This design comes from an exercise in tuning for small area, a short achievable clock period and few clock cycles on the open sky130 flow, not from production work. In this exercise RTL edits were held to simulation tests only and were not proved equivalent to the original.

// mandel_render_top
module mandel_render_top #(
    parameter int IMG_W = 8,
    parameter int IMG_H = 6
) (
    input  logic                                 clk,
    input  logic                                 reset,
    input  logic                                 cfg_sen,
    input  logic                                 cfg_sclk,
    input  logic                                 cfg_sdata,
    output logic                                 pixel_valid,
    output logic [mandel_fixed_pkg::PIX_WIDTH-1:0] pixel_count,
    output logic                                 frame_done,
    output logic                                 busy
);
export LEC_CHECK = 0
export CAP_MARGIN = 20
export CORE_MARGIN = 2
export CORE_UTILIZATION = 40
export SLEW_MARGIN = 20
create_clock -name core_clock -period 9.0 [get_ports {clk}]
standard.sh (not shown) runs the stock make flow with config.mk's settings and CLKGATE_MAP_FILE= SYNTH_SCRIPT=/design/flow/synth_recipe.tcl, a recipe that flattens the netlist after the stock synthesis.
==> flow/flow/run.sh <==
#!/bin/bash
set -euo pipefail
R="$PWD/orfs/results/$FLOW_PLATFORM/mandel_render_top/base"
bash standard.sh "$R/1_2_yosys.v" > synth_make.log 2>&1
cp "$R/1_2_yosys.v" yosys_netlist_before_polarity.v
python3 flow/polarity.py "$R/1_2_yosys.v" > polarity.log 2>&1
bash standard.sh finish SETUP_SLACK_MARGIN=6.0 > layout_make.log 2>&1
Other scripts of this flow, unchanged in this note and not shown: flow/flow/polarity.py
Testbench counts at the start, summed over its fixed seeds: cycles 220,512.
==> next run, changes <==
--- a/flow/flow/run.sh
+++ b/flow/flow/run.sh
@@ -5,3 +5,3 @@
 cp "$R/1_2_yosys.v" yosys_netlist_before_polarity.v
 python3 flow/polarity.py "$R/1_2_yosys.v" > polarity.log 2>&1
-bash standard.sh finish SETUP_SLACK_MARGIN=6.0 > layout_make.log 2>&1
+bash standard.sh finish SETUP_SLACK_MARGIN=6.0 "BUFFER_PORTS_ARGS=-buffer_cell sky130_fd_sc_hd__buf_4" > layout_make.log 2>&1
The changed run finished with timing, DRC and antenna clean.
Sequential cell count does not change.
Final area goes up slightly.
Via count fell slightly.
Global-route usage barely changes.
Worst setup slack got worse by 0.033 ns.
Cell count is higher slightly.
Die area stays the same.
==> next run, changes <==
==> flow/flow/run.sh (replaced) <==
#!/bin/bash
set -euo pipefail
R="$PWD/orfs/results/$FLOW_PLATFORM/mandel_render_top/base"
bash standard.sh "$R/1_2_yosys.v" > synth_make.log 2>&1
cp "$R/1_2_yosys.v" yosys_netlist_before_polarity.v
python3 flow/polarity.py "$R/1_2_yosys.v" > polarity.log 2>&1
bash standard.sh finish SETUP_SLACK_MARGIN=6.3 "BUFFER_PORTS_ARGS=-buffer_cell sky130_fd_sc_hd__buf_4" > layout_make.log 2>&1
After rerunning:
- The changed run produced a clean layout
- non-clock buffer count is higher by 48
- cell area is higher by a little under a tenth
- clock-buffer cell count is lower by 4
- worst hold slack stays flat
==> next run, changes <==
==> flow/flow/run.sh (replaced) <==
#!/bin/bash
set -euo pipefail
R="$PWD/orfs/results/$FLOW_PLATFORM/mandel_render_top/base"
bash standard.sh "$R/1_2_yosys.v" > synth_make.log 2>&1
cp "$R/1_2_yosys.v" yosys_netlist_before_polarity.v
python3 flow/polarity.py "$R/1_2_yosys.v" > polarity.log 2>&1
bash standard.sh finish SETUP_SLACK_MARGIN=6.0 > layout_make.log 2>&1
--- a/flow/config.mk
+++ b/flow/config.mk
@@ -8,4 +8,5 @@
 export CAP_MARGIN = 20
 export CORE_MARGIN = 2
-export CORE_UTILIZATION = 40
+export CORE_UTILIZATION = 65
+export PLACE_DENSITY = 0.75
 export SLEW_MARGIN = 20
Outcome:
- area after synthesis is unchanged
- utilization came out higher by 24 points
- setup slack got worse by 0.067 ns
- die area came out lower by about 40%

---

Setup of willow:
Another version of the RTL of mandel_render_top (not shown whole).
For scale: about 12 I/O pins, ~14000 sq um of cells after synthesis.
Settings: LEC_CHECK=0, ABC_AREA=1, CAP_MARGIN=10, CORE_MARGIN=2, CORE_UTILIZATION=40, CTS_CLUSTER_DIAMETER=150, CTS_CLUSTER_SIZE=20, SLEW_MARGIN=10; clock period 9.0 ns.
==> flow/flow/run.sh <==
#!/bin/bash
set -euo pipefail
R="$PWD/orfs/results/$FLOW_PLATFORM/mandel_render_top/base"
bash standard.sh "$R/1_2_yosys.v" > synth_make.log 2>&1
cp "$R/1_2_yosys.v" yosys_netlist_before_polarity.v
python3 flow/polarity.py "$R/1_2_yosys.v" > polarity.log 2>&1
bash standard.sh finish SETUP_SLACK_MARGIN=6.0 > layout_make.log 2>&1
Other scripts of this flow, unchanged in this note and not shown: flow/flow/polarity.py
Testbench counts of willow, summed over its fixed seeds: cycles 220,512.
--- input diff willow..yarrow ---
Settings: CORE_UTILIZATION now 55, was 40; PLACE_DENSITY now 0.7, previously not set; SLEW_MARGIN now 20, was 10; CAP_MARGIN now 20, was 10.
The die area reported for yarrow is smaller than that of willow by 9800 sq um.
Per the comparison of yarrow with willow, number of cells in the finished layout apart from fillers has decreased, clock-cell share of area neither gained nor lost much.
Row final worst setup slack: yarrow lower / willow higher
Edits applied to the flow inputs when going from yarrow to nickel:
Settings: PLACE_DENSITY no longer set, was 0.7; CORE_UTILIZATION now 40, was 55; CTS_CLUSTER_DIAMETER now 175, was 150; CTS_CLUSTER_SIZE now 25, was 20.
--- outcome ---
Half-perimeter wire length of the detailed placement result up 2800 um in nickel wrt yarrow. Lower sum of met3 wire segment lengths after detailed routing goes to nickel over yarrow. Post-route met1 wirelength of nickel exceeds that of yarrow by a little under 10%. Summary — proportion of cell area spent on the clock network, nickel relative to yarrow: lower, by 0.32 points. Looking at nickel and yarrow, the growth of design area from synthesis to finish is a wash. nickel can be clocked faster than yarrow. Summary of nickel over yarrow: ratio of final minimum period to clock period has decreased, worst setup slack higher.
Setup changes, nickel to sierra
Settings: changing CTS_CLUSTER_SIZE from 25 to 20; changing CTS_CLUSTER_DIAMETER from 175 to 150; setting GPL_ROUTABILITY_DRIVEN to 0 for the first time.
[summary]
Between sierra and nickel, the overall track demand over capacity in global routing figures differ only marginally. Any difference in cell count between nickel and sierra is small enough to ignore. nickel and sierra ended up with nearly the same design area. Between sierra and nickel, the sequential share of layout area does not differ in any meaningful way.
The following lists how amber was set up differently from sierra:
Settings: a deleted GPL_ROUTABILITY_DRIVEN that had been 0.
diff --git a/flow/flow/run.sh b/flow/flow/run.sh
--- a/flow/flow/run.sh
+++ b/flow/flow/run.sh
@@ -7 +7 @@
-bash standard.sh finish SETUP_SLACK_MARGIN=6.0 > layout_make.log 2>&1
+bash standard.sh finish SETUP_SLACK_MARGIN=6.0 "BUFFER_PORTS_ARGS=-buffer_cell sky130_fd_sc_hd__buf_4" > layout_make.log 2>&1
Findings:
Routing usage on met3 up 0.46 points in amber wrt sierra. Against sierra as the reference, amber delivers a higher logic depth of the worst setup path including buffers. Number of DRC markers in iteration 0 on amber is ahead of sierra. In the flow results for amber and sierra, the hold slack is larger on amber. Total length of routed met3 wires: amber > sierra. Looking at end of the critical path, the u_engine.ecin2 result is from amber; the u_engine.xcin2 one comes from sierra.

==> static timing again, ports no longer ideal <==
The flow's constraints put no driver on any port. The routed layouts listed below were extracted and timed again, unchanged, in two steps.
Step 1: set_driving_cell puts a clkbuf_16 on clk and a buf_2 on each other input, an assumption about the parent block.
Step 2 also shifts input and output timing later by t, the mid clock arrival at the registers, as if the neighbouring blocks saw the same clock.
a / b / c = no drivers / after step 1 / after step 2; a / b = the first two.
run	t (ns)	setup slack, ns	clock arrival spread, ns	slew at the worst register clock pin (ns)
the first run of note 1	0.578	6.044 / 6.030 / 6.044	0.026 / 0.026	0.07 / 0.07
the second run of note 1	0.579	6.011 / 6.011 / 6.011	0.011 / 0.011	0.06 / 0.06
the third run of note 1	0.589	6.045 / 6.045 / 6.045	0.013 / 0.013	0.07 / 0.07
the fourth run of note 1	0.577	5.978 / 5.978 / 5.978	0.016 / 0.017	0.06 / 0.06
willow	0.524	6.081 / 6.078 / 6.081	0.026 / 0.026	0.09 / 0.09
yarrow	0.524	6.027 / 6.027 / 6.027	0.022 / 0.023	0.09 / 0.09
nickel	0.532	6.068 / 6.068 / 6.068	0.037 / 0.037	0.11 / 0.11
sierra	0.544	6.073 / 6.054 / 6.073	0.019 / 0.019	0.10 / 0.10
amber	0.534	6.039 / 6.039 / 6.039	0.033 / 0.033	0.10 / 0.10
After both steps every run listed still meets setup and hold.
